What follows belongs to an exercise in optimizing a design on an open flow for a short achievable clock period and few clock cycles per item; a production flow would make more cautious choices.
RTL that was checked went through simulation tests only; none was proved equivalent to the original.
Only the layout flow was run in runs 3 and 4; the RTL was not checked for function there.
Power figures rest on the tool's default switching activity, not on a simulated workload.

==> flow/design.v <==
package risc_pkg;
    localparam int DATA_W     = 32;     
    localparam int INSTR_W    = 16;     
    localparam int REG_ADDR_W = 3;      
    localparam int NUM_REGS   = 8;      
    localparam int IMM6_W     = 6;      
    localparam int IMM9_W     = 9;      
    localparam int OPC_W      = 4;      
    typedef enum logic [OPC_W-1:0] {
        OP_NOP  = 4'd0,
        OP_ADD  = 4'd1,
        OP_SUB  = 4'd2,
        OP_AND  = 4'd3,
        OP_OR   = 4'd4,
        OP_XOR  = 4'd5,
        OP_ADDI = 4'd6,
        OP_LI   = 4'd7,
        OP_LW   = 4'd8,
        OP_SW   = 4'd9
    } opcode_t;
    typedef enum logic [1:0] {
        FWD_NONE = 2'd0,     
        FWD_MEM  = 2'd1,     
        FWD_WB   = 2'd2      
    } fwd_sel_t;
    typedef struct packed {
        logic                  valid;
        opcode_t               op;
        logic [REG_ADDR_W-1:0] rd;
        logic [REG_ADDR_W-1:0] rs1;
        logic [REG_ADDR_W-1:0] rs2;        
        logic [DATA_W-1:0]     imm;        
        logic                  reg_wr;
        logic                  mem_rd;
        logic                  mem_wr;
        logic                  use_imm;    
        logic                  uses_rs1;
        logic                  uses_rs2;
    } decoded_t;
    typedef struct packed {
        logic                  valid;
        logic                  reg_wr;
        logic                  mem_rd;
        logic                  mem_wr;
        logic [REG_ADDR_W-1:0] rd;
        logic [DATA_W-1:0]     result;       
        logic [DATA_W-1:0]     store_data;
    } ex_mem_t;
    typedef struct packed {
        logic              wr_en;
        logic              rd_en;
        logic [DATA_W-1:0] addr;
        logic [DATA_W-1:0] wdata;
    } dmem_req_t;
    typedef struct packed {
        logic                  wr_en;
        logic [REG_ADDR_W-1:0] rd;
        logic [DATA_W-1:0]     data;
    } wb_t;
endpackage
module risc_top (
    input  logic         risc_clk,
    input  logic         risc_rst,         
    input  logic [15:0]  instr_i,
    input  logic         instr_valid_i,
    output logic         instr_ready_o,
    output logic         dmem_wr_en_o,
    output logic         dmem_rd_en_o,
    output logic [31:0]  dmem_addr_o,
    output logic [31:0]  dmem_wdata_o,
    input  logic [31:0]  dmem_rdata_i,     
    output logic         carry_o,
    output logic         zero_o
);
    logic [3:0] i_op;
    logic       i_alu3, i_addi, i_li, i_lw, i_sw;
    logic [2:0] i_ra, i_rb, i_rc;
    assign i_op   = instr_i[15:12];
    assign i_alu3 = (i_op >= 4'd1) && (i_op <= 4'd5);
    assign i_addi = (i_op == 4'd6);
    assign i_li   = (i_op == 4'd7);
    assign i_lw   = (i_op == 4'd8);
    assign i_sw   = (i_op == 4'd9);
    assign i_ra   = (i_alu3 | i_addi | i_lw | i_sw) ? instr_i[8:6] : 3'd0;    
    assign i_rb   = i_alu3 ? instr_i[5:3] : 3'd0;
    assign i_rc   = i_sw ? instr_i[11:9] : 3'd0;                             
    logic        rdy_q;              
    logic        d_we, d_ld, d_st, d_flag;    
    logic        d_sub, d_logic, d_useimm;
    logic [1:0]  d_lop;
    logic [2:0]  d_rd, d_ra, d_rb, d_rc;
    logic [8:0]  d_imm;              
    logic        d_imms;             
    logic        stall_nx;
    assign instr_ready_o = rdy_q;
    assign stall_nx = rdy_q & d_ld & d_we & instr_valid_i &
                      ((i_ra == d_rd) | (i_rb == d_rd));
    always_ff @(posedge risc_clk or negedge risc_rst)
    begin
        if (!risc_rst)
        begin
            rdy_q  <= 1'b0;      
            d_we   <= 1'b0;
            d_ld   <= 1'b0;
            d_st   <= 1'b0;
            d_flag <= 1'b0;
        end
        else
        begin
            rdy_q <= ~stall_nx;
            if (rdy_q)
            begin
                d_we   <= instr_valid_i & (i_alu3 | i_addi | i_li | i_lw) & (instr_i[11:9] != 3'd0);
                d_ld   <= instr_valid_i & i_lw;
                d_st   <= instr_valid_i & i_sw;
                d_flag <= instr_valid_i & (i_alu3 | i_addi);
            end
        end
    end
    always_ff @(posedge risc_clk)
    begin
        if (rdy_q)
        begin
            d_sub    <= (i_op == 4'd2);
            d_logic  <= (i_op == 4'd3) | (i_op == 4'd4) | (i_op == 4'd5);
            d_lop    <= i_op[1:0];       
            d_useimm <= i_addi | i_li | i_lw | i_sw;
            d_rd     <= instr_i[11:9];
            d_ra     <= i_ra;
            d_rb     <= i_rb;
            d_rc     <= i_rc;
            d_imm    <= i_li ? instr_i[8:0] : {{3{instr_i[5]}}, instr_i[5:0]};
            d_imms   <= i_li ? instr_i[8] : instr_i[5];
        end
    end
    logic        ex_we, ex_ld, ex_st, ex_flag;
    logic        ex_sub, ex_logic;
    logic [1:0]  ex_lop;
    logic [2:0]  ex_rd;
    logic [31:0] ex_a, ex_b, ex_c;
    logic        ex_cld;             
    logic [32:0] sum;
    logic [31:0] lres;
    logic [31:0] alu;
    ks_add32 i_add (.a(ex_a), .b(ex_b), .ci(ex_sub), .s(sum[31:0]), .co(sum[32]));
    assign lres = (ex_lop == 2'd3) ? (ex_a & ex_b) :    
                  (ex_lop == 2'd0) ? (ex_a | ex_b) : (ex_a ^ ex_b);
    assign alu  = ex_logic ? lres : sum[31:0];
    logic        m_we, m_flag, m_carry;
    logic        rd_q, wr_q;
    logic [2:0]  m_rd;
    logic [31:0] m_res;
    logic [31:0] m_wdata;
    logic [31:0] mval;               
    logic [31:0] regs [1:7];
    logic [7:1]  rvalid;             
    assign mval = rd_q ? dmem_rdata_i : m_res;
    function automatic logic [31:0] rf(input logic [2:0] s,
                                       input logic [7:1] v);
        rf = 32'd0;
        for (int k = 1; k < 8; k++)
            if (s == k[2:0] && v[k])
                rf = regs[k];
    endfunction
    function automatic logic [31:0] fwd(input logic [2:0]  s,
                                        input logic        exw,
                                        input logic [2:0]  exd,
                                        input logic [31:0] exv,
                                        input logic        mw,
                                        input logic [2:0]  md,
                                        input logic [31:0] mv,
                                        input logic [31:0] rv);
        if (exw && exd == s)
            fwd = exv;
        else if (mw && md == s)
            fwd = mv;
        else
            fwd = rv;
    endfunction
    logic [31:0] a_nx, b_nx, c_nx;
    assign a_nx = fwd(d_ra, ex_we, ex_rd, alu, m_we, m_rd, mval, rf(d_ra, rvalid));
    assign b_nx = d_useimm ? {{23{d_imms}}, d_imm}
                           : fwd(d_rb, ex_we, ex_rd, alu, m_we, m_rd, mval, rf(d_rb, rvalid)) ^ {32{d_sub}};
    assign c_nx = fwd(d_rc, ex_we, ex_rd, alu, m_we, m_rd, mval, rf(d_rc, rvalid));
    always_ff @(posedge risc_clk or negedge risc_rst)
    begin
        if (!risc_rst)
        begin
            ex_we   <= 1'b0;
            ex_ld   <= 1'b0;
            ex_st   <= 1'b0;
            ex_flag <= 1'b0;
        end
        else
        begin
            ex_we   <= d_we & rdy_q;         
            ex_ld   <= d_ld & rdy_q;
            ex_st   <= d_st & rdy_q;
            ex_flag <= d_flag & rdy_q;
        end
    end
    always_ff @(posedge risc_clk)
    begin
        ex_sub   <= d_sub;
        ex_logic <= d_logic;
        ex_lop   <= d_lop;
        ex_rd    <= d_rd;
        ex_a     <= a_nx;
        ex_b     <= b_nx;
        ex_c     <= c_nx;
        ex_cld   <= ex_we & ex_ld & (ex_rd == d_rc);
    end
    always_ff @(posedge risc_clk or negedge risc_rst)
    begin
        if (!risc_rst)
        begin
            m_we    <= 1'b0;
            m_flag  <= 1'b0;
            rd_q    <= 1'b0;
            wr_q    <= 1'b0;
            carry_o <= 1'b0;
            zero_o  <= 1'b0;
            rvalid  <= '0;
        end
        else
        begin
            m_we   <= ex_we;
            m_flag <= ex_flag;
            rd_q   <= ex_ld;
            wr_q   <= ex_st;
            if (m_flag)
            begin
                carry_o <= m_carry;
                zero_o  <= (m_res == 32'd0);
            end
            if (m_we)
                rvalid[m_rd] <= 1'b1;
        end
    end
    always_ff @(posedge risc_clk)
    begin
        m_rd    <= ex_rd;
        m_res   <= alu;
        m_carry <= ~ex_logic & sum[32];
        m_wdata <= ex_cld ? dmem_rdata_i : ex_c;
        if (m_we)
            regs[m_rd] <= mval;
    end
    assign dmem_rd_en_o = rd_q;
    assign dmem_wr_en_o = wr_q;
    assign dmem_addr_o  = m_res;
    assign dmem_wdata_o = m_wdata;
endmodule
module ks_add32 (
    input  logic [31:0] a,
    input  logic [31:0] b,
    input  logic        ci,
    output logic [31:0] s,
    output logic        co
);
    logic [31:0] p, x;
    logic [31:0] g [0:5];
    logic [31:0] t [0:5];
    assign x = a ^ b;
    always_comb
    begin
        g[0] = a & b;
        g[0][0] = (a[0] & b[0]) | ((a[0] | b[0]) & ci);
        t[0] = x;
        for (int l = 0; l < 5; l++)
        begin
            for (int i = 0; i < 32; i++)
            begin
                if (i >= (1 << l))
                begin
                    g[l+1][i] = g[l][i] | (t[l][i] & g[l][i - (1 << l)]);
                    t[l+1][i] = t[l][i] & t[l][i - (1 << l)];
                end
                else
                begin
                    g[l+1][i] = g[l][i];
                    t[l+1][i] = t[l][i];
                end
            end
        end
    end
    assign s  = x ^ {g[5][30:0], ci};
    assign co = g[5][31];
endmodule
==> flow/run.sh <==
#!/bin/bash
# synth_recipe.tcl (not shown) runs the flow's synth.tcl, then flattens the netlist and writes it again
# the make line also repeats each setting of config.mk as NAME=value (left out here)
make -C /OpenROAD-flow-scripts/flow DESIGN_CONFIG=/design/flow/config.mk WORK_HOME=/design/flow/orfs CLKGATE_MAP_FILE= SYNTH_SCRIPT=/design/flow/synth_recipe.tcl finish
==> flow/config.mk <==
export PLATFORM = sky130hd
export DESIGN_NAME = risc_top
export DESIGN_NICKNAME = risc_top
export VERILOG_FILES = /design/flow/design.v
export SDC_FILE = /design/flow/constraint.sdc
export NUM_CORES = 4
export LEC_CHECK = 0
export ABC_CLOCK_PERIOD_IN_PS = 2000
export CAP_MARGIN = 20
export CORE_MARGIN = 2
export CORE_UTILIZATION = 40
export SETUP_SLACK_MARGIN = 4.6
export SLEW_MARGIN = 20
export TNS_END_PERCENT = 100
==> flow/constraint.sdc <==
create_clock -name core_clock -period 6.8 [get_ports {risc_clk}]
set_input_delay 1.3600 -clock core_clock [delete_from_list [all_inputs] [get_ports {risc_clk}]]
set_output_delay 1.3600 -clock core_clock [all_outputs]
set_load 0.01 [all_outputs]
==> metrics.md, run 1 <==
| Metric | Value |
|---|---|
| Unrepaired setup endpoints after global routing | yes |
| Sequential Area | 11600 µm² |
| Critical path's slowest cell | a211o_4 |
| WP data required | 7220 ps |
| CTS Buffer Depth | 3 |
| Slew Viols, Final | 0 |
| Setup crit end kind | register |
| Crit path top cell by count | fa_2 |
| Distinct cells, synth | 76 |
| Setup TNS | 0 ps |
| Synthesized area | 23300 µm² |
| Data arrival time of the worst path | 3550 ps |
| Vias in the first global route | 21523 |
| Htree depth | 2 |
| Worst-margin pin slew | 1110 ps |
| IO Count | 120 |
| Largest cells by area after synthesis | edfxtp_1, dfxtp_1, a22oi_1 |
| Root buf cell | clkbuf_16 |
| Slew HR | 0.257 |
| Worst VDD drop | 0.000184 V |
| Critical Path Fanout Max | 3 |
| Worst-path cell chain | fa_2 > inv_2 > fa_2 > nand2b_4 > a211o_4 > a211oi_4 > o21ai_4 > a21o_4 > buf_12 > xnor2_4 > a21oi_2 > xor2_1 > o21ai_1 |
| CTS buffer count | 47 |
| Die area | 60100 µm² |
| Yosys top cell by area | edfxtp_1 |
| Worst Skew | 29.7 ps |
| Cell Pwr Density | 258 nW/µm² |
| Post-route minimum period | 3130 ps |
| Core Area | 57600 µm² |
| CTS Sinks | 444 |
| Detailed Route Iter0 Violations | 4009 |
| Synth Instances | 2361 |
| Critical Path Source Type | register |
| Syn_area_per_cell | 9.85 µm² |
| Outcome | finished clean |
| Ys async rst share | 0.0495 |
| Total global-route track usage | 0.325 |
| Setup-failing EPs final | 0 |
| DRT Wirelength | 102000 µm |
| Antenna violations before repair | 8 |
| Clk slew on worst S/H paths | 60 ps |
| Synth top area share | 0.323 |
| Dpl hpwl | 54200 µm |
| Placed Area | 25400 µm² |
| Pin count of the biggest net entering global routing | 69 |
| Fillers | 4799 |
| Final Instance Area | 31000 µm² |
| I/O Buffers | 119 |
| P&R area growth vs syn | 33.3% |
| Syn_nets | 2486 |
| Pre-Repair DR Iteration Count | 10 |
| Global-route wire length before repair | 143000 µm |
| Layout net count | 2737 |
| GPL Wtd Cong | 0.947 |
| Most common cell after layout, fill and taps aside | edfxtp_1 |
| Register area share after synthesis | 0.494 |
| Pleak | 11.9 nW |
| Crit path kind | register to register |
| # DRC | 0 |
| Syn. warnings | 4 |
| Share of cells above drive strength 1 | 0.312 |
| # rows | 88 |
| Final Hold Vio Count | 0 |
| Worst reg2reg setup slack | 3670 ps |
| Area occupied by multi-input gates | 12200 µm² |
| Routed vias/inst | 6.61 |
| Grt total ovfl | 0 |
| Die Y | 245 µm |
| Fin crit share | 0.460 |
| Synthesized flop and latch total | 444 |
| Primary FF master, synth | edfxtp_1 |
| Max Cap Viol | 0 |
| EDFF count, synth | 250 |
| Antenna Nets Post-Route | 0 |
| Clock Latency Late Sink | 620 ps |
| CTS tree | done |
| Die width | 245 µm |
| Fmax | 0.319 GHz |
| Wirelength per Cell | 29.8 µm |
| Hold WC Path Type | register to register |
| Initial core utilization | 0.404 |
| Commonest non-fill, non-tap cells in the layout | edfxtp_1, a22oi_1, buf_4, o21ai_0, nand2_1 |
| Via Count | 22606 |
| CP max stage delay | 360 ps |
-- routing by layer --
metal  vias up  GRT usage  part of all wire
met5         -          0            0.0012
met3       503     0.0994              0.13
li1       9391          -                 -
met1     10844      0.397              0.35
met4        12      0.225             0.087
met2      1856      0.490              0.43
-- registers in the layout (all words and copies together) (netlist names), 2 cells and up --
| signal | flops |
|---|---|
| ex_rd | 3 |
| d_rd | 3 |
| d_rc | 3 |
| d_rb | 3 |
| m_rd | 3 |
| ex_c | 32 |
| m_wdata | 32 |
| rvalid | 7 |
| regs | 224 |
| d_imm | 9 |
| ex_lop | 2 |
| ex_a | 32 |
| d_lop | 2 |
| ex_b | 32 |
| m_res | 32 |
| d_ra | 3 |
-- power by group --
part	internal, mW	switching (mW)	total (mW)
Sequential	3.14	0.194	3.34
Combinational	0.914	1.19	2.11
Clock	1.47	1.10	2.57
Total	5.53	2.49	8.01
-- worst paths after layout --
check                          from  cells past startpoint         to
max                         ex_b[0]                     13   ex_b[26]
min                        d_lop[1]                      0  ex_lop[1]
max reg2reg                 ex_b[0]                     13   ex_b[26]
min reg2reg                d_lop[1]                      0  ex_lop[1]
max in group asynchronous  risc_rst                      2     zero_o
min in group asynchronous  risc_rst                      2      ex_st
-- cell type report --
cell class / count / area share
antenna: 2 / 0.000161
clock buffer: 80 / 0.0462
clock inverter: 8 / 0.00266
inverter: 118 / 0.0145
multi-input combinational: 1599 / 0.393
sequential: 444 / 0.376
tap: 765 / 0.0309
timing repair buffer: 401 / 0.136
timing repair inverter: 1 / 0.000161
-- critical path, delay by kind of cell, from the launching register on --
kind / cells / cell delay [ps]
flops: 1 / 340
simple gates: 1 / 160
compound gates: 6 / 1350
fa+ha+maj: 2 / 570
xor+xnor: 2 / 360
buf+inv: 2 / 170
-- Yosys cell counts (all sizes together), types with 7 or more instances --
master  number
nor4         9
o21ai      250
a21o        12
a21oi      105
nor3        12
and4         7
nand2      155
o22ai        8
a31oi       25
dfrtp       22
a22oi      212
mux2i       38
a222oi      34
nor2       153
clkbuf     175
dfxtp      172
xor2        13
a211oi      22
and3        11
ha          72
inv        118
edfxtp     250
nor4bb      10
and2        14
or3          7
o211ai      51
nand4       50
and4b        7
o21a        13
mux2        61
xnor2       38
nand3      121
buf         25
-- metrics by stage --
step,utilization,instances,worst slack (ps),hold slack (ps),power (mW)
2_1_floorplan,-,2361,3980,323,4.15
3_3_place_gp,0.441,3090,3280,327,4.79
3_5_place_dp,0.441,3090,3290,328,4.81
4_1_cts,0.513,3334,3740,338,7.74
5_1_grt,0.539,3416,3610,349,8.24
6_report,0.539,3418,3670,337,8.01
-- repair_timing --
item                       CTS  global route
hold buffers                 0             0
gates cloned                14             2
setup buffers              142            80
pin swaps                   95            87
setup endpoints to repair  209           205
gates resized for setup    673           217
-- kinds of logic after synthesis --
group | after synthesis | synth area share
adders and majority gates | 74 | 0.0404
xor gates and xnor gates | 51 | 0.0192
muxes | 99 | 0.0459
and+or+nand+nor | 584 | 0.122
DFF | 444 | 0.494
AOI/OAI and AO/OA | 790 | 0.223
buffers and inverters | 319 | 0.0550
Testbench counts, summed over its fixed seeds: cycles 16,344, instructions 16,000.
==> run 2, diff against run 1 <==
==> flow/flow/run.sh (new file) <==
#!/bin/bash
# The standard layout, with the port buffers made of plain buffers (buf footprint, so the
# resizer can size them) instead of the default clkdlybuf4s50 delay cells
set -euo pipefail
bash standard.sh "BUFFER_PORTS_ARGS=-buffer_cell sky130_fd_sc_hd__buf_4" finish > standard_flow.log 2>&1
==> flow/standard.sh (new file) <==
#!/bin/bash
# synth_recipe.tcl (not shown) runs the flow's synth.tcl, then flattens the netlist and writes it again
# the make line also repeats each setting of config.mk as NAME=value (left out here)
make -C /OpenROAD-flow-scripts/flow DESIGN_CONFIG=/design/flow/config.mk WORK_HOME=/design/flow/orfs CLKGATE_MAP_FILE= SYNTH_SCRIPT=/design/flow/synth_recipe.tcl "${@:-finish}"
removed: flow/run.sh
==> run 2 against run 1 <==
Compared with the run above: via count shrank 1.4%; clock skew down 5.7 ps; flip-flop and latch count unchanged; critical path depth did not move; core utilization up 0.20 points; critical path type unchanged.
==> metrics.md, run 2 <==
| Metric | Value |
|---|---|
| Worst flop-to-flop path endpoint | ex_b[20] |
| Final Hold Vio Count | 0 (unchanged) |
| Die width | 245 µm (unchanged) |
| Grt total ovfl | 0 (unchanged) |
| Distinct cells, synth | 76 (unchanged) |
| Cell with the most instances after synthesis | edfxtp_1 |
| Synth top area share | 0.323 (unchanged) |
| Synth Instances | 2361 (unchanged) |
| Syn. warnings | 4 (unchanged) |
| Detailed Route Iter0 Violations | 3651 (-8.9%) |
| Antenna Nets Post-Route | 0 (unchanged) |
| EDFF count, synth | 250 (unchanged) |
| Routed vias/inst | 6.54 (-1.1%) |
| Unrepaired setup endpoints after global routing | yes |
| P&R area growth vs syn | 33.8% |
| CTS Buffer Depth | 3 (unchanged) |
| Register area share after synthesis | 0.494 (unchanged) |
| Layout net count | 2726 (-0.40%) |
| # DRC | 0 (unchanged) |
| Total global-route track usage | 0.319 (-0.00624) |
| Fmax | 0.321 GHz (+0.40%) |
| Pin count of the biggest net entering global routing | 69 (unchanged) |
| Share of cells above drive strength 1 | 0.342 (+0.0292) |
| Outcome | finished clean |
| Crit path depth | 13 (unchanged) |
| Hold WC Path Type | register to register |
| Commonest non-fill, non-tap cells in the layout | edfxtp_1, buf_4, a22oi_1, o21ai_0, nand2_1 |
| Syn_area_per_cell | 9.85 µm² (unchanged) |
| Most common cell after layout, fill and taps aside | edfxtp_1 |
| DRT Wirelength | 99000 µm (-2.7%) |
| Die area | 60100 µm² (unchanged) |
| Via Count | 22281 (-1.4%) |
| Setup crit end kind | register |
| Primary FF master, synth | edfxtp_1 |
| Worst r2r src | ex_a[0] |
| Vias in the first global route | 21872 (+1.6%) |
| Initial core utilization | 0.404 (unchanged) |
| I/O Buffers | 119 (unchanged) |
| GPL Wtd Cong | 0.950 (+0.35%) |
| # rows | 88 (unchanged) |
| Critical Path Source Type | register |
| Critical path's slowest cell | fa_2 |
| PnR worst setup slack | 3680 ps (+12.5 ps) |
| Global-route wire length before repair | 141000 µm (-0.99%) |
| Slew Viols, Final | 0 (unchanged) |
| Hold EP | ex_logic |
| Clock Latency Late Sink | 610 ps (about the same) |
| CTS buffer count | 48 (+2.1%) |
| Setup-failing EPs final | 0 (unchanged) |
| Htree depth | 2 (unchanged) |
| Pleak | 12.0 nW (+0.25%) |
| R2R cell count | 13 (unchanged) |
| CP bufs+invs | 2 (unchanged) |
| Cells after DPL | 3092 (+0.065%) |
| CTS Sinks | 444 (unchanged) |
| CTS tree | done |
| WHS Path Cells | 0 (unchanged) |
| Worst reg2reg setup slack | 3680 ps (about the same) |
| Max FFs per register | 224 (unchanged) |
| Dpl hpwl | 54900 µm (+1.2%) |
| WP data required | 7240 ps (+20 ps) |
| Syn_nets | 2486 (unchanged) |
| Root buf cell | clkbuf_16 |
| Post-route minimum period | 3120 ps (-12.5 ps) |
| Max Cap Viol | 0 (unchanged) |
| Ys async rst share | 0.0495 (unchanged) |
| Clk slew on worst S/H paths | 60 ps (about the same) |
| Synthesized flop and latch total | 444 (unchanged) |
| Yosys top cell by area | edfxtp_1 |
| CP max stage delay | 410 ps (+50 ps) |
| Non-filler cells, final | 3407 (-0.32%) |
| Slew HR | 0.236 (-0.0214) |
| Worst VDD drop | 0.000191 V (+3.6%) |
| IO Count | 120 (unchanged) |
| Die Y | 245 µm (unchanged) |
| HP Start | d_logic |
| Worst-path cell chain | fa_2 > inv_2 > fa_2 > nand2b_4 > a211o_4 > a211oi_4 > buf_4 > o41a_4 > a211o_1 > a211o_4 > o21ai_4 > xor2_1 > o21ai_1 |
| Antenna violations before repair | 3 (-5) |
| Worst-margin pin slew | 1150 ps (+32.1 ps) |
| # hold bufs at CTS | 0 (unchanged) |
| Cell Pwr Density | 264 nW/µm² (+2.1%) |
| Critical Path Fanout Max | 3 (unchanged) |
| Data arrival time of the worst path | 3560 ps (about the same) |
| Largest cells by area after synthesis | edfxtp_1, dfxtp_1, a22oi_1 |
| CP top delay family | compound AO/OA/AOI/OAI gates |
| Setup TNS | 0 ps (unchanged) |
| Core Area | 57600 µm² (unchanged) |
| Commonest cells in the netlist | edfxtp_1, o21ai_0, a22oi_1, clkbuf_1, dfxtp_1 |
| Wirelength per Cell | 29.0 µm (-2.4%) |
| Fin crit share | 0.458 (-0.00184) |
| Largest Register | regs |
| Worst Skew | 24.0 ps (-5.72 ps) |
| DP Worst Slack | 3300 ps (+10.5 ps) |
| Pre-Repair DR Iteration Count | 11 (+1) |
| Synthesized area | 23300 µm² (unchanged) |
| Crit path kind | register to register |
==> run 2: worst register-to-register path: stages, from the launching register on <==
cell and delay [ps]:
dfxtp_2 330, fa_2 410, inv_2 70, fa_2 190, nand2b_4 130, a211o_4 150, a211oi_4 80, buf_4 170
o41a_4 380, a211o_1 290, a211o_4 390, o21ai_4 150, xor2_1 160, o21ai_1 70
==> run 2: report_power, final <==
| group | total, mW | switching, mW | internal, mW | leakage, nW |
|---|---|---|---|---|
| logic | 2.14 | 1.21 | 0.924 | 7.10 |
| registers | 3.34 | 0.196 | 3.15 | 4.07 |
| clock network | 2.72 | 1.12 | 1.60 | 0.793 |
| total | 8.21 | 2.53 | 5.67 | 12.0 |
==> run 2: per-stage QoR <==
stage,area [µm²],power [mW],hold WS (ps),utilization
after CTS,29900,7.97,344,0.519
after global placement,25100,4.77,332,0.436
after global routing,31100,8.44,355,0.541
final,31100,8.21,339,0.541
after detailed placement,25100,4.79,329,0.436
after floorplan,23600,4.15,323,-
==> run 2: layout make-up <==
type | instances | area [µm²]
Fill cell | 4791 | 26400
Multi-Input combinational cell | 1598 | 12400
Sequential cell | 444 | 11700
Timing Repair Buffer | 390 | 4050
Clock buffer | 70 | 1390
Tap cell | 765 | 957
Inverter | 118 | 459
Clock inverter | 20 | 236
Timing Repair inverter | 1 | 5.00
Antenna cell | 1 | 2.50
==> run 2: kinds of logic (layout without fill, tap and decap cells) <==
| logic type | count (synthesis) | after routing | synth area share |
|---|---|---|---|
| AOI/OAI and AO/OA | 790 | 790 | 0.223 |
| and+or+nand+nor | 584 | 584 | 0.122 |
| DFF | 444 | 444 | 0.494 |
| buffers and inverters | 319 | 599 | 0.0550 |
| muxes | 99 | 99 | 0.0459 |
| adders and majority gates | 74 | 74 | 0.0404 |
| xor gates and xnor gates | 51 | 51 | 0.0192 |
| other | 0 | 1 | 0 |
==> run 2: worst max-delay path by stage <==
stage / from / endpoint / slack [ps]
after detailed placement: ex_b[8] / ex_b[17] / 3300
after CTS: ex_b[0] / ex_b[22] / 3730
final: ex_a[0] / ex_b[20] / 3680
after global routing: ex_a[0] / ex_b[19] / 3580
after floorplan: ex_a[7] / ex_b[20] / 3980
after global placement: ex_b[8] / ex_b[17] / 3280
==> run 2: metal layers <==
| layer | GRT usage | vias to the layer above | wire length [µm] |
|---|---|---|---|
| met1 | 0.380 | 10699 | 34000 |
| met4 | 0.222 | 4 | 8180 |
| met5 | 0 | - | 27 |
| li1 | - | 9386 | - |
| met2 | 0.496 | 1741 | 43900 |
| met3 | 0.0906 | 451 | 12900 |
==> run 2: what timing repair did <==
action	in CTS	in global routing
buffers inserted	159	51
gates cloned	11	2
gates resized for setup	446	204
pin swaps	105	116
setup endpoints to repair	208	199
==> run 3, diff against run 2 <==
--- a/flow/design.v
+++ b/flow/design.v
@@ -99,7 +99,7 @@
     begin
         if (!risc_rst)
         begin
-            rdy_q  <= 1'b0;      
+            rdy_q  <= 1'b1;
             d_we   <= 1'b0;
             d_ld   <= 1'b0;
             d_st   <= 1'b0;
@@ -139,11 +139,13 @@
     logic [2:0]  ex_rd;
     logic [31:0] ex_a, ex_b, ex_c;
     logic        ex_cld;             
+    logic [31:0] bx;
     logic [32:0] sum;
     logic [31:0] lres;
     logic [31:0] alu;
-    ks_add32 i_add (.a(ex_a), .b(ex_b), .ci(ex_sub), .s(sum[31:0]), .co(sum[32]));
-    assign lres = (ex_lop == 2'd3) ? (ex_a & ex_b) :    
+    assign bx   = ex_b ^ {32{ex_sub}};
+    assign sum  = {1'b0, ex_a} + {1'b0, bx} + {32'd0, ex_sub};
+    assign lres = (ex_lop == 2'd3) ? (ex_a & ex_b) :
                   (ex_lop == 2'd0) ? (ex_a | ex_b) : (ex_a ^ ex_b);
     assign alu  = ex_logic ? lres : sum[31:0];
     logic        m_we, m_flag, m_carry;
@@ -180,7 +182,7 @@
     logic [31:0] a_nx, b_nx, c_nx;
     assign a_nx = fwd(d_ra, ex_we, ex_rd, alu, m_we, m_rd, mval, rf(d_ra, rvalid));
     assign b_nx = d_useimm ? {{23{d_imms}}, d_imm}
-                           : fwd(d_rb, ex_we, ex_rd, alu, m_we, m_rd, mval, rf(d_rb, rvalid)) ^ {32{d_sub}};
+                           : fwd(d_rb, ex_we, ex_rd, alu, m_we, m_rd, mval, rf(d_rb, rvalid));
     assign c_nx = fwd(d_rc, ex_we, ex_rd, alu, m_we, m_rd, mval, rf(d_rc, rvalid));
     always_ff @(posedge risc_clk or negedge risc_rst)
     begin
@@ -251,39 +253,3 @@
     assign dmem_addr_o  = m_res;
     assign dmem_wdata_o = m_wdata;
 endmodule
-module ks_add32 (
-    input  logic [31:0] a,
-    input  logic [31:0] b,
-    input  logic        ci,
-    output logic [31:0] s,
-    output logic        co
-);
-    logic [31:0] p, x;
-    logic [31:0] g [0:5];
-    logic [31:0] t [0:5];
-    assign x = a ^ b;
-    always_comb
-    begin
-        g[0] = a & b;
-        g[0][0] = (a[0] & b[0]) | ((a[0] | b[0]) & ci);
-        t[0] = x;
-        for (int l = 0; l < 5; l++)
-        begin
-            for (int i = 0; i < 32; i++)
-            begin
-                if (i >= (1 << l))
-                begin
-                    g[l+1][i] = g[l][i] | (t[l][i] & g[l][i - (1 << l)]);
-                    t[l+1][i] = t[l][i] & t[l][i - (1 << l)];
-                end
-                else
-                begin
-                    g[l+1][i] = g[l][i];
-                    t[l+1][i] = t[l][i];
-                end
-            end
-        end
-    end
-    assign s  = x ^ {g[5][30:0], ci};
-    assign co = g[5][31];
-endmodule
==> flow/run.sh (new file) <==
#!/bin/bash
# synth_recipe.tcl (not shown) runs the flow's synth.tcl, then flattens the netlist and writes it again
# the make line also repeats each setting of config.mk as NAME=value (left out here)
make -C /OpenROAD-flow-scripts/flow DESIGN_CONFIG=/design/flow/config.mk WORK_HOME=/design/flow/orfs CLKGATE_MAP_FILE= SYNTH_SCRIPT=/design/flow/synth_recipe.tcl finish
==> flow/config.mk (replaced) <==
export PLATFORM = sky130hd
export DESIGN_NAME = risc_top
export DESIGN_NICKNAME = risc_top
export VERILOG_FILES = /design/flow/design.v
export SDC_FILE = /design/flow/constraint.sdc
export NUM_CORES = 4
export LEC_CHECK = 0
export CAP_MARGIN = 20
export CORE_MARGIN = 2
export CORE_UTILIZATION = 40
export SLEW_MARGIN = 20
removed: flow/flow/run.sh
removed: flow/standard.sh
==> run 3 against run 2 <==
Compared with the run above: register-to-register slack worse by 960 ps; power shrank 7.6%; first-iteration DRC count is 30% lower; fmax fell by 24%; wire length is 12% lower; non-clock buffer count decreased by 228; clock skew up 5.0 ps; via count shrank 8.3%; die area rose by 3.1%; sequential power barely moved; clock power fell by 3%.
==> metrics.md, run 3 <==
| Metric | Value |
|---|---|
| Outcome | finished clean |
| Vias in the first global route | 19948 (-8.8%) |
| Dpl hpwl | 57500 µm (+4.8%) |
| Setup TNS | 0 ps (unchanged) |
| # DRC | 0 (unchanged) |
| Initial core utilization | 0.406 (+0.00169) |
| Slew HR | 0.235 (-0.000627) |
| Max FFs per register | 224 (unchanged) |
| Routed vias/inst | 6.22 (-4.9%) |
| Max Cap Viol | 0 (unchanged) |
| Worst-path cell chain | buf_4 > xor2_1 > ha_1 > and3_1 > nor2b_1 > a221o_1 > o21ai_1 > nand3_1 > o31ai_1 > a41oi_1 > o31ai_1 |
| Die Y | 249 µm (+1.5%) |
| Primary FF master, synth | edfxtp_1 |
| IO Count | 120 (unchanged) |
| Synth top area share | 0.313 (-0.00975) |
| Inserted Diodes | 0 (-1) |
| GPL Wtd Cong | 0.964 (+1.4%) |
| Worst VDD drop | 0.000175 V (-8.2%) |
| CTS tree | done |
| Pleak | 10.4 nW (-13%) |
| Worst-margin pin slew | 1140 ps (-9.54 ps) |
| Root buf cell | clkbuf_16 |
| Yosys top cell by area | edfxtp_1 |
| Most common cell after layout, fill and taps aside | edfxtp_1 |
| # hold bufs at CTS | 0 (unchanged) |
| PnR worst setup slack | 2720 ps (-961 ps) |
| Wirelength per Cell | 26.5 µm (-8.7%) |
| Hold WC Path Type | register to register |
| Commonest non-fill, non-tap cells in the layout | edfxtp_1, nor2_1, a22oi_1, a21oi_1 |
| Cell Pwr Density | 276 nW/µm² (+4.6%) |
| Post-route minimum period | 4080 ps (+961 ps) |
| Distinct cells, synth | 72 (-5.3%) |
| Syn. warnings | 1 (-3) |
| CTS Sinks | 444 (unchanged) |
| CTS buffer count | 49 (+2.1%) |
| Pin count of the biggest net entering global routing | 65 (-5.8%) |
| Synth Instances | 2456 (+4.0%) |
| Synthesized flop and latch total | 444 (unchanged) |
| EDFF count, synth | 250 (unchanged) |
| Share of cells above drive strength 1 | 0.0872 (-0.254) |
| Data arrival time of the worst path | 4590 ps (+1030 ps) |
| Antenna Nets Post-Route | 0 (unchanged) |
| Fin crit share | 0.600 (+0.141) |
| Total global-route track usage | 0.273 (-0.0459) |
| CP max stage delay | 740 ps (+330 ps) |
| Ys async rst share | 0.0495 (unchanged) |
| P&R area growth vs syn | 14.7% |
| # rows | 89 (+1.1%) |
| CTS Buffer Depth | 3 (unchanged) |
| Critical Path Fanout Max | 19 (+16) |
| DP Worst Slack | 2810 ps (-493 ps) |
| Antenna violations before repair | 0 (-3) |
| PostCTS Resize Cnt | 0 (-100%) |
| Syn_nets | 2611 (+5.0%) |
| Unrepaired setup endpoints after global routing | no |
| Die width | 249 µm (+1.5%) |
| Commonest cells in the netlist | edfxtp_1, nor2_1, a22oi_1, a21oi_1, dfxtp_1 |
| DRT Wirelength | 87100 µm (-12%) |
| I/O Buffers | 119 (unchanged) |
| Critical path's slowest cell | dfxtp_2 |
| Syn_area_per_cell | 9.77 µm² (-0.87%) |
| Synthesized area | 24000 µm² (+3.1%) |
| Grt total ovfl | 0 (unchanged) |
| Die area | 61900 µm² (+3.1%) |
| Largest cells by area after synthesis | edfxtp_1, dfxtp_1, a22oi_1 |
| Layout net count | 2627 (-3.6%) |
| Largest Register | regs |
| Fmax | 0.245 GHz (-24%) |
| Post-CTS setup buffers | 0 (-100%) |
| Worst Skew | 29.0 ps (+5.03 ps) |
| Pre-Repair DR Iteration Count | 7 (-4) |
| Htree depth | 2 (unchanged) |
| Final Hold Vio Count | 0 (unchanged) |
| Clock Latency Late Sink | 610 ps (about the same) |
| Setup crit end kind | register |
| WP data required | 7320 ps (+80 ps) |
| Crit path kind | register to register |
| Via Count | 20424 (-8.3%) |
| Core Area | 59100 µm² (+2.7%) |
| Clk slew on worst S/H paths | 60 ps (about the same) |
| Cell with the most instances after synthesis | edfxtp_1 |
| Global-route wire length before repair | 128000 µm (-9.4%) |
| Register area share after synthesis | 0.480 (-0.0149) |
| Critical Path Source Type | register |
| Setup-failing EPs final | 0 (unchanged) |
| Slew Viols, Final | 0 (unchanged) |
| Detailed Route Iter0 Violations | 2554 (-30%) |
| Crit path top cell by count | o31ai_1 |
-- run 3: cell types whose count changed after synthesis, moves of 24 or more --
| cell | change |
|---|---|
| a21oi_1 | +85 |
| o21ai_0 | -80 |
| nor2_1 | +75 |
| nand3_1 | -67 |
| a31oi_1 | +58 |
| a211oi_1 | +53 |
| nand2_1 | -38 |
| ha_1 | +31 |
| nand4_1 | -30 |
| o211ai_1 | -24 |
| xor2_1 | +24 |
-- run 3: final timing paths --
path	depth (start not counted)	slack [ps]	endpoint	from
max in group asynchronous	1	5650	rd_q	risc_rst
max	11	2720	ex_a[27]	ex_sub
min in group asynchronous	1	740	d_st	risc_rst
min reg2reg	0	340	ex_lop[1]	d_lop[1]
max reg2reg	11	2720	ex_a[27]	ex_sub
min	0	340	ex_lop[1]	d_lop[1]
-- run 3: worst max-delay path, delay by kind of cell (launching register included) --
kind,cells,cell delay (ps)
AOI/OAI and AO/OA,5,1720
adders and majority gates,1,290
buffers and inverters,1,410
and+or+nand+nor,3,620
DFF,1,740
xor gates and xnor gates,1,190
-- run 3: cell families (layout without fill, tap and decap cells) --
group	Yosys count	in the layout	share of synthesized area
AO/OA/AOI/OAI	860	860	0.232
AND/OR/NAND/NOR	535	535	0.105
flip-flops	444	444	0.480
buffers and inverters	324	380	0.0514
multiplexers	113	113	0.0500
adder cells (fa/ha/maj)	104	104	0.0546
XOR/XNOR	76	76	0.0277
-- run 3: final cells by class --
| class | instances | area, µm² |
|---|---|---|
| Clock buffer | 61 | 1330 |
| Clock inverter | 30 | 263 |
| Fill cell | 5405 | 31600 |
| Inverter | 127 | 477 |
| Multi-Input combinational cell | 1688 | 11400 |
| Sequential cell | 444 | 11500 |
| Tap cell | 773 | 967 |
| Timing Repair Buffer | 162 | 1510 |
-- run 3: report_power, final --
part	total (mW)	leakage (nW)	switching, mW	internal, mW
sequential	3.36	4.03	0.227	3.14
clock	2.65	0.772	1.13	1.51
combinational	1.57	5.61	0.991	0.581
total	7.58	10.4	2.35	5.23
-- run 3: metrics by stage --
stage	power, mW	cells	hold WS, ps	util	cell area, µm²
2_1_floorplan	4.23	2456	323	-	24000
3_3_place_gp	4.91	3194	326	0.438	25900
3_5_place_dp	4.94	3194	328	0.438	25900
4_1_cts	7.59	3285	342	0.465	27500
5_1_grt	7.87	3285	352	0.465	27500
6_report	7.58	3285	341	0.465	27500
-- run 3: layer usage --
layer | GRT usage | routed length (µm) | up-vias
met5 | 0 | 0 | -
met4 | 0.0963 | 2910 | 0
met3 | 0.0554 | 8910 | 195
met2 | 0.424 | 38700 | 1113
met1 | 0.377 | 36500 | 9888
li1 | - | - | 9228
==> run 4, diff against run 3 <==
--- a/flow/config.mk
+++ b/flow/config.mk
@@ -5,7 +5,10 @@
 export SDC_FILE = /design/flow/constraint.sdc
 export NUM_CORES = 4
 export LEC_CHECK = 0
+export ABC_CLOCK_PERIOD_IN_PS = 2000
 export CAP_MARGIN = 20
 export CORE_MARGIN = 2
 export CORE_UTILIZATION = 40
+export SETUP_SLACK_MARGIN = 4.6
 export SLEW_MARGIN = 20
+export TNS_END_PERCENT = 100
==> run 4 against run 3 <==
Compared with the run above: sequential share of layout area down 5.6 points; worst hold slack better by 6.7 ps; critical path type unchanged; clock power down 3%; worst setup slack better by 920 ps; first-iteration DRC count up 28%; sequential power about the same; global-route usage up 3.0 points; largest cell class is now multi-input gates; combinational power up 48%; count of clock-buffer cells in the layout up 7.
==> metrics.md, run 4 <==
| Metric | Value |
|---|---|
| Synthesized area | 24000 µm² (unchanged) |
| Antenna Nets Post-Route | 0 (unchanged) |
| P&R area growth vs syn | 34.1% |
| Slew HR | 0.306 (+0.0710) |
| Die area | 61900 µm² (unchanged) |
| Area occupied by multi-input gates | 13500 µm² (+18%) |
| Htree depth | 2 (unchanged) |
| Outcome | finished clean |
| Hold EP | ex_lop[0] |
| Grt total ovfl | 0 (unchanged) |
| Core Area | 59100 µm² (unchanged) |
| Worst Skew | 26.4 ps (-2.64 ps) |
| Die Y | 249 µm (unchanged) |
| Max FFs per register | 224 (unchanged) |
| Share of cells above drive strength 1 | 0.317 (+0.230) |
| Slew Viols, Final | 0 (unchanged) |
| Data arrival time of the worst path | 3630 ps (-960 ps) |
| Register area share after synthesis | 0.480 (unchanged) |
| Via Count | 22312 (+9.2%) |
| Setup TNS | 0 ps (unchanged) |
| DRT Wirelength | 99000 µm (+14%) |
| Sequential Area | 11700 µm² (+1.2%) |
| Critical Path Fanout Max | 5 (-14) |
| Initial core utilization | 0.406 (unchanged) |
| CTS buffer count | 47 (-4.1%) |
| Worst reg2reg setup slack | 3640 ps (+920 ps) |
| CTS tree | done |
| Global-route wire length before repair | 141000 µm (+9.8%) |
| Hold WC Path Type | register to register |
| Antenna violations before repair | 1 (+1) |
| Final Hold Vio Count | 0 (unchanged) |
| WP data required | 7270 ps (-50 ps) |
| Synth top area share | 0.313 (unchanged) |
| I/O Buffers | 119 (unchanged) |
| R2R cell count | 17 (+6) |
| Fmax | 0.317 GHz (+29%) |
| Clk pwr share | 0.309 (-0.040) |
| # rows | 89 (unchanged) |
| Largest Register | regs |
| Post-route minimum period | 3160 ps (-920 ps) |
| CTS Buffer Depth | 3 (unchanged) |
| Layout net count | 2855 (+8.7%) |
| Pin count of the biggest net entering global routing | 65 (unchanged) |
| Pre-Repair DR Iteration Count | 7 (unchanged) |
| Vias in the first global route | 21230 (+6.4%) |
| Cell with the most instances after synthesis | edfxtp_1 |
| Pleak | 12.2 nW (+17%) |
| Root buf cell | clkbuf_16 |
| Commonest cells in the netlist | edfxtp_1, nor2_1, a22oi_1, a21oi_1, dfxtp_1 |
| Distinct cells, synth | 72 (unchanged) |
| Commonest non-fill, non-tap cells in the layout | edfxtp_1, nor2_1, a22oi_1, buf_4, a21oi_1 |
| Worst-margin pin slew | 1040 ps (-99.8 ps) |
| Fin crit share | 0.465 (-0.135) |
| Largest cells by area after synthesis | edfxtp_1, dfxtp_1, a22oi_1 |
| Die width | 249 µm (unchanged) |
| Setup-failing EPs final | 0 (unchanged) |
| Syn_area_per_cell | 9.77 µm² (unchanged) |
| Sw Share | 0.323 (+0.0124) |
| Synthesized flop and latch total | 444 (unchanged) |
| Overall power | 8.28 mW (+9.2%) |
| WHS Path Cells | 0 (unchanged) |
| Gate power share | 0.281 (+0.074) |
| Worst VDD drop | 0.000175 V (+0.13%) |
| Setup crit end kind | register |
| Ys async rst share | 0.0495 (unchanged) |
| Synth Instances | 2456 (unchanged) |
| IO Count | 120 (unchanged) |
| CTS Sinks | 444 (unchanged) |
| Wirelength per Cell | 28.2 µm (+6.4%) |
| Primary FF master, synth | edfxtp_1 |
| Total global-route track usage | 0.303 (+0.0303) |
| Syn. warnings | 1 (unchanged) |
| HP Start | d_lop[0] |
| Critical Path Source Type | register |
| Part of the power in registers | 0.410 (-0.033) |
| GPL Wtd Cong | 0.906 (-6.0%) |
| Syn_nets | 2611 (unchanged) |
| Worst r2r src | ex_sub |
| Fillers | 4985 (-7.8%) |
| Int Pwr | 5.61 mW (+7.2%) |
| # hold bufs at CTS | 0 (unchanged) |
| Crit path kind | register to register |
| Clock Latency Late Sink | 610 ps (about the same) |
| Cell Pwr Density | 257 nW/µm² (-6.7%) |
| NetSw | 2.67 mW (+14%) |
| # DRC | 0 (unchanged) |
| Yosys top cell by area | edfxtp_1 |
| Dpl hpwl | 56900 µm (-1.1%) |
| EDFF count, synth | 250 (unchanged) |
| Routed vias/inst | 6.36 (+2.2%) |
| Inserted Diodes | 0 (unchanged) |
| Unrepaired setup endpoints after global routing | yes |
| Clk slew on worst S/H paths | 60 ps (about the same) |
| Max Cap Viol | 0 (unchanged) |
| Most common cell after layout, fill and taps aside | edfxtp_1 |
| Detailed Route Iter0 Violations | 3268 (+28%) |
| Worst flop-to-flop path endpoint | ex_c[27] |
-- run 4: cell counts after synthesis --
Identical to the previous run, type by type.
-- run 4: cells by family after synthesis --
group,synth area share
flops,0.480
buf+inv,0.0514
xor+xnor,0.0277
compound gates,0.232
simple gates,0.105
fa+ha+maj,0.0546
mux,0.0500
-- run 4: through the flow --
stage               instance area, µm²  worst slack (ps)  cells  hold WS (ps)  utilization
finish                           32200              3640   3510           348        0.544
global route                     32200              3570   3510           351        0.544
CTS                              30800              3660   3449           348        0.521
detailed placement               26100              3140   3191           332        0.441
global placement                 26100              3100   3191           330        0.441
floorplan                        24300              3880   2456           323            -
-- run 4: how the worst max path moves through the flow --
stage,start,end,slack [ps],cells after the start
3_3_place_gp,ex_sub,ex_c[29],3100,11
6_report,ex_sub,ex_c[27],3640,17
2_1_floorplan,ex_sub,ex_c[13],3880,12
3_5_place_dp,ex_sub,ex_c[29],3140,11
5_1_grt,ex_sub,ex_b[21],3570,12
4_1_cts,rdy_q,instr_ready_o,3660,1
-- run 4: power by group through the flow --
stage	Clock [mW]	Combinational [mW]	Sequential, mW
after CTS	2.57	2.03	3.38
after global placement	0	1.52	3.41
final	2.56	2.33	3.39
after global routing	2.69	2.45	3.41
after detailed placement	0	1.55	3.41
after floorplan	0	0.933	3.33
-- run 4: timing repair --
item,4_1_cts,5_1_grt
pin swaps,124,104
resized for setup,774,190
endpoints found under the hold margin,0,0
setup buffers,162,58
cloned,10,3
setup endpoints to repair,299,235
-- run 4: cell type report --
cell class                 count  share of cell area
clock buffer                  68              0.0412
tap                          773              0.0301
inverter                     127              0.0151
clock inverter                18             0.00529
sequential                   444               0.362
multi-input combinational   1691               0.419
timing repair buffer         389               0.127
-- run 4: critical path: stages, from the launching register on --
cell	delay, ps
dfxtp_4	370
buf_12	130
buf_16	140
buf_6	120
buf_12	120
buf_12	130
buf_12	120
xor2_4	150
ha_4	190
buf_6	110
a21oi_4	160
o21ai_2	80
a21oi_2	210
o21ai_2	120
or3_4	340
a2bb2oi_2	150
a41oi_4	290
o31ai_2	110
-- run 4: layer usage --
layer | track usage | wire (µm) | part of all wire | up-vias
met5 | 0 | 0 | 0 | -
met1 | 0.410 | 39000 | 0.39 | 10865
met3 | 0.0575 | 10300 | 0.10 | 281
met2 | 0.471 | 45100 | 0.46 | 1478
li1 | - | - | - | 9688
met4 | 0.138 | 4450 | 0.045 | 0
==> run 5, diff against run 4 <==
--- a/flow/design.v
+++ b/flow/design.v
@@ -99,7 +99,7 @@
     begin
         if (!risc_rst)
         begin
-            rdy_q  <= 1'b1;
+            rdy_q  <= 1'b0;      
             d_we   <= 1'b0;
             d_ld   <= 1'b0;
             d_st   <= 1'b0;
@@ -137,26 +137,47 @@
     logic        ex_sub, ex_logic;
     logic [1:0]  ex_lop;
     logic [2:0]  ex_rd;
-    logic [31:0] ex_a, ex_b, ex_c;
+    logic [31:0] ex_a, ex_b, ex_c;   
     logic        ex_cld;             
-    logic [31:0] bx;
-    logic [32:0] sum;
-    logic [31:0] lres;
+    logic [31:0] x;                  
+    logic [31:0] lres;               
+    logic [31:0] cy;                 
+    logic [31:0] alu0, alu1;         
     logic [31:0] alu;
-    assign bx   = ex_b ^ {32{ex_sub}};
-    assign sum  = {1'b0, ex_a} + {1'b0, bx} + {32'd0, ex_sub};
+    assign x    = ex_a ^ ex_b;
     assign lres = (ex_lop == 2'd3) ? (ex_a & ex_b) :
-                  (ex_lop == 2'd0) ? (ex_a | ex_b) : (ex_a ^ ex_b);
-    assign alu  = ex_logic ? lres : sum[31:0];
-    logic        m_we, m_flag, m_carry;
-    logic        rd_q, wr_q;
+                  (ex_lop == 2'd0) ? (ex_a | ex_b) : x;
+    always_comb
+    begin
+        logic [31:0] g, t;
+        g    = ex_a & ex_b;
+        t    = x;
+        g[0] = g[0] | (t[0] & ex_sub);
+        for (int l = 0; l < 5; l++)
+            for (int i = 31; i >= 0; i--)
+                if (i >= (1 << l))
+                begin
+                    g[i] = g[i] | (t[i] & g[i - (1 << l)]);
+                    t[i] = t[i] & t[i - (1 << l)];
+                end
+        cy = {g[30:0], ex_sub};
+    end
+    assign alu0 = ex_logic ? lres : x;
+    assign alu1 = ex_logic ? lres : ~x;
+    assign alu  = (cy & alu1) | (~cy & alu0);
+    logic        m_we, m_flag, m_arith;
+    logic        m_a31, m_b31;       
+    logic        rd_q, wr_q;         
+    logic        m_ld;               
     logic [2:0]  m_rd;
     logic [31:0] m_res;
     logic [31:0] m_wdata;
     logic [31:0] mval;               
+    logic        m_carry;
     logic [31:0] regs [1:7];
     logic [7:1]  rvalid;             
-    assign mval = rd_q ? dmem_rdata_i : m_res;
+    assign mval = m_ld ? dmem_rdata_i : m_res;
+    assign m_carry = m_arith & ((m_a31 & m_b31) | ((m_a31 | m_b31) & ~m_res[31]));
     function automatic logic [31:0] rf(input logic [2:0] s,
                                        input logic [7:1] v);
         rf = 32'd0;
@@ -164,26 +185,23 @@
             if (s == k[2:0] && v[k])
                 rf = regs[k];
     endfunction
-    function automatic logic [31:0] fwd(input logic [2:0]  s,
-                                        input logic        exw,
-                                        input logic [2:0]  exd,
-                                        input logic [31:0] exv,
-                                        input logic        mw,
-                                        input logic [2:0]  md,
-                                        input logic [31:0] mv,
-                                        input logic [31:0] rv);
-        if (exw && exd == s)
-            fwd = exv;
-        else if (mw && md == s)
-            fwd = mv;
-        else
-            fwd = rv;
-    endfunction
+    logic        hxa, hxb, hxc;      
+    logic [31:0] oa, ob, oc;         
     logic [31:0] a_nx, b_nx, c_nx;
-    assign a_nx = fwd(d_ra, ex_we, ex_rd, alu, m_we, m_rd, mval, rf(d_ra, rvalid));
-    assign b_nx = d_useimm ? {{23{d_imms}}, d_imm}
-                           : fwd(d_rb, ex_we, ex_rd, alu, m_we, m_rd, mval, rf(d_rb, rvalid));
-    assign c_nx = fwd(d_rc, ex_we, ex_rd, alu, m_we, m_rd, mval, rf(d_rc, rvalid));
+    logic [31:0] bimm;
+    logic [31:0] binv;
+    assign hxa  = ex_we && ex_rd == d_ra;
+    assign hxb  = ex_we && ex_rd == d_rb && !d_useimm;
+    assign hxc  = ex_we && ex_rd == d_rc;
+    assign oa   = (m_we && m_rd == d_ra) ? mval : rf(d_ra, rvalid);
+    assign ob   = (m_we && m_rd == d_rb) ? mval : rf(d_rb, rvalid);
+    assign oc   = (m_we && m_rd == d_rc) ? mval : rf(d_rc, rvalid);
+    assign bimm = {{23{d_imms}}, d_imm};
+    assign binv = {32{d_sub}};
+    assign a_nx = hxa ? alu : oa;
+    assign b_nx = hxb ? ((cy & (alu1 ^ binv)) | (~cy & (alu0 ^ binv)))
+                      : (d_useimm ? bimm : ob ^ binv);
+    assign c_nx = hxc ? alu : oc;
     always_ff @(posedge risc_clk or negedge risc_rst)
     begin
         if (!risc_rst)
@@ -242,8 +260,11 @@
     always_ff @(posedge risc_clk)
     begin
         m_rd    <= ex_rd;
+        m_ld    <= ex_ld;
         m_res   <= alu;
-        m_carry <= ~ex_logic & sum[32];
+        m_arith <= ~ex_logic;
+        m_a31   <= ex_a[31];
+        m_b31   <= ex_b[31];
         m_wdata <= ex_cld ? dmem_rdata_i : ex_c;
         if (m_we)
             regs[m_rd] <= mval;
==> flow/flow/run.sh (new file) <==
#!/bin/bash
# The standard layout (standard.sh) with three changes to how it is made:
#  - ABC maps the logic with flow/abc_speed.script (strash, dch, delay-driven map) instead of
#    ORFS's default speed script; the script is swapped in a private copy of ORFS's scripts/
#  - ADDER_MAP_FILE is empty, so adders stay plain logic for ABC instead of fa/ha cells
#  - port buffers are buf_4 (resizable within the buf footprint) instead of clkdlybuf4s50_1
# Registers, their names and cell types are those of the standard synthesis.
set -euo pipefail
W=$(pwd)
rm -rf "$W/orfs_scripts"
cp -r "$FLOW_HOME/scripts" "$W/orfs_scripts"
cp "$W/flow/abc_speed.script" "$W/orfs_scripts/abc_speed.script"
bash standard.sh "SCRIPTS_DIR=$W/orfs_scripts" "ADDER_MAP_FILE=" \
  "BUFFER_PORTS_ARGS=-buffer_cell sky130_fd_sc_hd__buf_4" finish > standard_flow.log 2>&1
==> flow/flow/abc_speed.script (new file) <==
strash
dch -f
map -D 800
topo
buffer -c
upsize -D 800
dnsize -D 800
stime -c
==> flow/standard.sh (new file) <==
#!/bin/bash
# synth_recipe.tcl (not shown) runs the flow's synth.tcl, then flattens the netlist and writes it again
# the make line also repeats each setting of config.mk as NAME=value (left out here)
make -C /OpenROAD-flow-scripts/flow DESIGN_CONFIG=/design/flow/config.mk WORK_HOME=/design/flow/orfs CLKGATE_MAP_FILE= SYNTH_SCRIPT=/design/flow/synth_recipe.tcl "${@:-finish}"
removed: flow/run.sh
==> run 5 against run 4 <==
Compared with the run above: register-to-register slack gained 710 ps; worst hold slack lost 2.8 ps; critical path type is now register to output port; via count grew 21%; combinational power is essentially flat; synthesized area grew 6.1%; final cell count grew 21%; global-route usage grew 4.7 points; clock skew grew 18 ps.
==> metrics.md, run 5 <==
| Metric | Value |
|---|---|
| Outcome | finished clean |
| Worst flop-to-flop path endpoint | ex_b[0] |
| Ys async rst share | 0.0492 (-0.000333) |
| Worst-margin pin slew | 1100 ps (+66.1 ps) |
| Antenna Nets Post-Route | 0 (unchanged) |
| Synth Instances | 3077 (+25%) |
| Worst-path cell chain | buf_6 |
| Grt total ovfl | 0 (unchanged) |
| Pre-Repair DR Iteration Count | 6 (-1) |
| Worst Skew | 44.0 ps (+17.6 ps) |
| Share of cells above drive strength 1 | 0.311 (-0.00548) |
| Setup-failing EPs final | 0 (unchanged) |
| Clk slew on worst S/H paths | 60 ps (about the same) |
| Pin count of the biggest net entering global routing | 65 (unchanged) |
| Slew HR | 0.260 (-0.0464) |
| Root buf cell | clkbuf_16 |
| Synth top area share | 0.295 (-0.0181) |
| Non-filler cells, final | 4264 (+21%) |
| EDFF count, synth | 250 (unchanged) |
| Vias in the first global route | 25628 (+21%) |
| Detailed Route Iter0 Violations | 3347 (+2.4%) |
| Sequential Area | 11700 µm² (+0.39%) |
| I/O Buffers | 119 (unchanged) |
| WP data required | 5440 ps (-1830 ps) |
| Critical Path Fanout Max | 2 (-3) |
| Setup crit end kind | output port |
| Syn. warnings | 1 (unchanged) |
| Syn_area_per_cell | 8.27 µm² (-15%) |
| Hold EP | ex_logic |
| Slew Viols, Final | 0 (unchanged) |
| Hold WC Path Type | register to register |
| Critical Path Source Type | register |
| Cell with the most instances after synthesis | nand2_1 |
| Core Area | 63000 µm² (+6.5%) |
| CP bufs+invs | 1 (-6) |
| Worst VDD drop | 0.000213 V (+22%) |
| Dpl hpwl | 76900 µm (+35%) |
| Initial core utilization | 0.404 (-0.00130) |
| Via Count | 26991 (+21%) |
| Most common cell after layout, fill and taps aside | nand2_1 |
| Largest cells by area after synthesis | edfxtp_1, dfxtp_1, nand2_1 |
| Commonest non-fill, non-tap cells in the layout | nand2_1, inv_1, edfxtp_1, buf_4, a21oi_1 |
| CTS tree | done |
| Htree depth | 2 (unchanged) |
| Cell Pwr Density | 246 nW/µm² (-4.5%) |
| Fin crit share | 0.382 (-0.0827) |
| CTS Buffer Depth | 3 (unchanged) |
| Primary FF master, synth | edfxtp_1 |
| P&R area growth vs syn | 35.8% |
| Layout net count | 3428 (+20%) |
| CP top delay family | flip-flops |
| R2R cell count | 11 (-6) |
| Distinct cells, synth | 77 (+6.9%) |
| Data arrival time of the worst path | 1240 ps (-2390 ps) |
| Synthesized flop and latch total | 447 (+0.68%) |
| Die width | 256 µm (+3.0%) |
| Crit path kind | register to output port |
| Antenna violations before repair | 0 (-1) |
| # hold bufs at CTS | 0 (unchanged) |
| Worst reg2reg setup slack | 4350 ps (+710 ps) |
| Fmax | 0.385 GHz (+22%) |
| Largest Register | regs |
| Yosys top cell by area | edfxtp_1 |
| Max FFs per register | 224 (unchanged) |
| Routed vias/inst | 6.33 (-0.42%) |
| CP max stage delay | 490 ps (+120 ps) |
| Critical path's slowest cell | dfrtp_4 |
| # DRC | 0 (unchanged) |
| Wirelength per Cell | 28.5 µm (+1.0%) |
| Cells after DPL | 3936 (+23%) |
| IO Count | 120 (unchanged) |
| CTS buffer count | 51 (+8.5%) |
| Inserted Diodes | 0 (unchanged) |
| Clock Latency Late Sink | 650 ps (+40 ps) |
| CTS Sinks | 447 (+0.68%) |
| Syn_nets | 3128 (+20%) |
| Die Y | 256 µm (+3.0%) |
| Fillers | 5568 (+12%) |
| # rows | 92 (+3.4%) |
| Unrepaired setup endpoints after global routing | yes |
| Global-route wire length before repair | 170000 µm (+21%) |
| WHS Path Cells | 0 (unchanged) |
| Final Hold Vio Count | 0 (unchanged) |
| Area occupied by multi-input gates | 14200 µm² (+5.4%) |
| Commonest cells in the netlist | nand2_1, inv_1, edfxtp_1, a21oi_1, o21ai_0 |
| Synthesized area | 25500 µm² (+6.1%) |
| Worst r2r src | d_rb[0] |
| HP Start | d_logic |
| Setup TNS | 0 ps (unchanged) |
| Total global-route track usage | 0.350 (+0.0472) |
| GPL Wtd Cong | 0.963 (+6.3%) |
| Overall power | 8.50 mW (+2.7%) |
| Pleak | 13.6 nW (+11%) |
| Final Hold Slack | 345 ps (-2.76 ps) |
| Post-route minimum period | 2600 ps (-562 ps) |
| DRT Wirelength | 121000 µm (+23%) |
| Max Cap Viol | 0 (unchanged) |
| Register area share after synthesis | 0.454 (-0.0254) |
| Die area | 65700 µm² (+6.0%) |
==> run 5: changes by cell type after synthesis, moves of 49 or more <==
cell / before / now
a211oi_1: 74 / 9
a22oi_1: 198 / 29
clkbuf_1: 171 / 87
ha_1: 103 / 0
inv_1: 127 / 336
mux2i_1: 59 / 2
nand2_1: 117 / 597
nand4_1: 20 / 69
o2111ai_1: 1 / 72
o221ai_1: 11 / 95
==> run 5: metrics by stage <==
step	setup slack, ps	instance area, µm²	utilization
after detailed placement	3300	27200	0.432
after floorplan	4280	25500	-
final	4200	34600	0.549
after global routing	4180	34600	0.549
after CTS	4180	32200	0.511
after global placement	3240	27200	0.432
==> run 5: how the worst max path moves through the flow <==
stage / from / endpoint / slack [ps] / depth (start not counted)
floorplan: m_we / regs[4][0] / 4280 / 3
global placement: d_rb[0] / ex_b[5] / 3240 / 10
detailed placement: d_rb[0] / ex_b[5] / 3300 / 10
CTS: rdy_q / instr_ready_o / 4180 / 1
global route: rdy_q / instr_ready_o / 4180 / 1
finish: rdy_q / instr_ready_o / 4200 / 1
==> run 5: repair_timing <==
| item | CTS | global route |
|---|---|---|
| endpoints found under the setup margin | 222 | 240 |
| resized for setup | 466 | 343 |
| setup buffers | 121 | 91 |
| pin swaps | 97 | 153 |
| gates cloned | 16 | 6 |
==> run 5: cells by family after synthesis <==
| family | share of synthesized area |
|---|---|
| xor+xnor | 0.0148 |
| compound gates | 0.246 |
| simple gates | 0.190 |
| mux | 0.0155 |
| buf+inv | 0.0805 |
| flops | 0.454 |
==> run 5: where the power goes <==
| group | internal [mW] | total, mW | switching (mW) | leakage, nW |
|---|---|---|---|---|
| clock network | 1.58 | 2.81 | 1.22 | 0.811 |
| logic | 0.816 | 2.32 | 1.50 | 8.68 |
| registers | 3.17 | 3.38 | 0.206 | 4.07 |
==> run 5: cell type report <==
type / count / area share
Clock buffer: 66 / 0.0397
Clock inverter: 28 / 0.00836
Inverter: 361 / 0.0440
Multi-Input combinational cell: 2123 / 0.411
Sequential cell: 447 / 0.338
Tap cell: 846 / 0.0306
Timing Repair Buffer: 391 / 0.127
Timing Repair inverter: 2 / 0.000470
==> run 5: per-layer routing <==
| layer | routed length, µm | track usage | up-vias | share of wire |
|---|---|---|---|---|
| met5 | 0 | 0 | - | 0 |
| met4 | 9600 | 0.233 | 0 | 0.079 |
| met3 | 14100 | 0.0688 | 474 | 0.12 |
| met2 | 51300 | 0.526 | 1896 | 0.42 |
| met1 | 46400 | 0.458 | 12996 | 0.38 |
| li1 | - | - | 11625 | - |
Testbench counts of run 5, summed over its fixed seeds: cycles 16,344, instructions 16,000.

-- re-timing with driven ports --
The results above use ideal ports. As a check the final layouts listed here were re-extracted and re-timed, cells and wires unchanged.
Step 1 assumes that a clkbuf_16 drives the clock port and a buf_2 every other input.
Step 2 times the ports against the registers' clock, not the clock port: input delays grow and output delays shrink by t, the midpoint of the rising clock arrivals with the driver on.
a / b / c = ideal ports / drivers / drivers and shift; a / b = the first two.
run	t, ns	slack for setup (ns)	latest minus earliest clock arrival (ns)
run 1	0.670	3.670 / 3.670 / 3.167	0.032 / 0.032
run 2	0.665	3.682 / 3.682 / 3.474	0.025 / 0.025
run 3	0.659	2.721 / 2.721 / 2.721	0.029 / 0.030
run 4	0.657	3.641 / 3.641 / 3.273	0.031 / 0.031
run 5	0.689	4.203 / 4.138 / 3.922	0.044 / 0.044
After both steps every run listed still meets setup and hold. For run 1, which loses most, drivers alone change the setup slack by 0.000 ns; drivers and shift together by -0.503 ns.
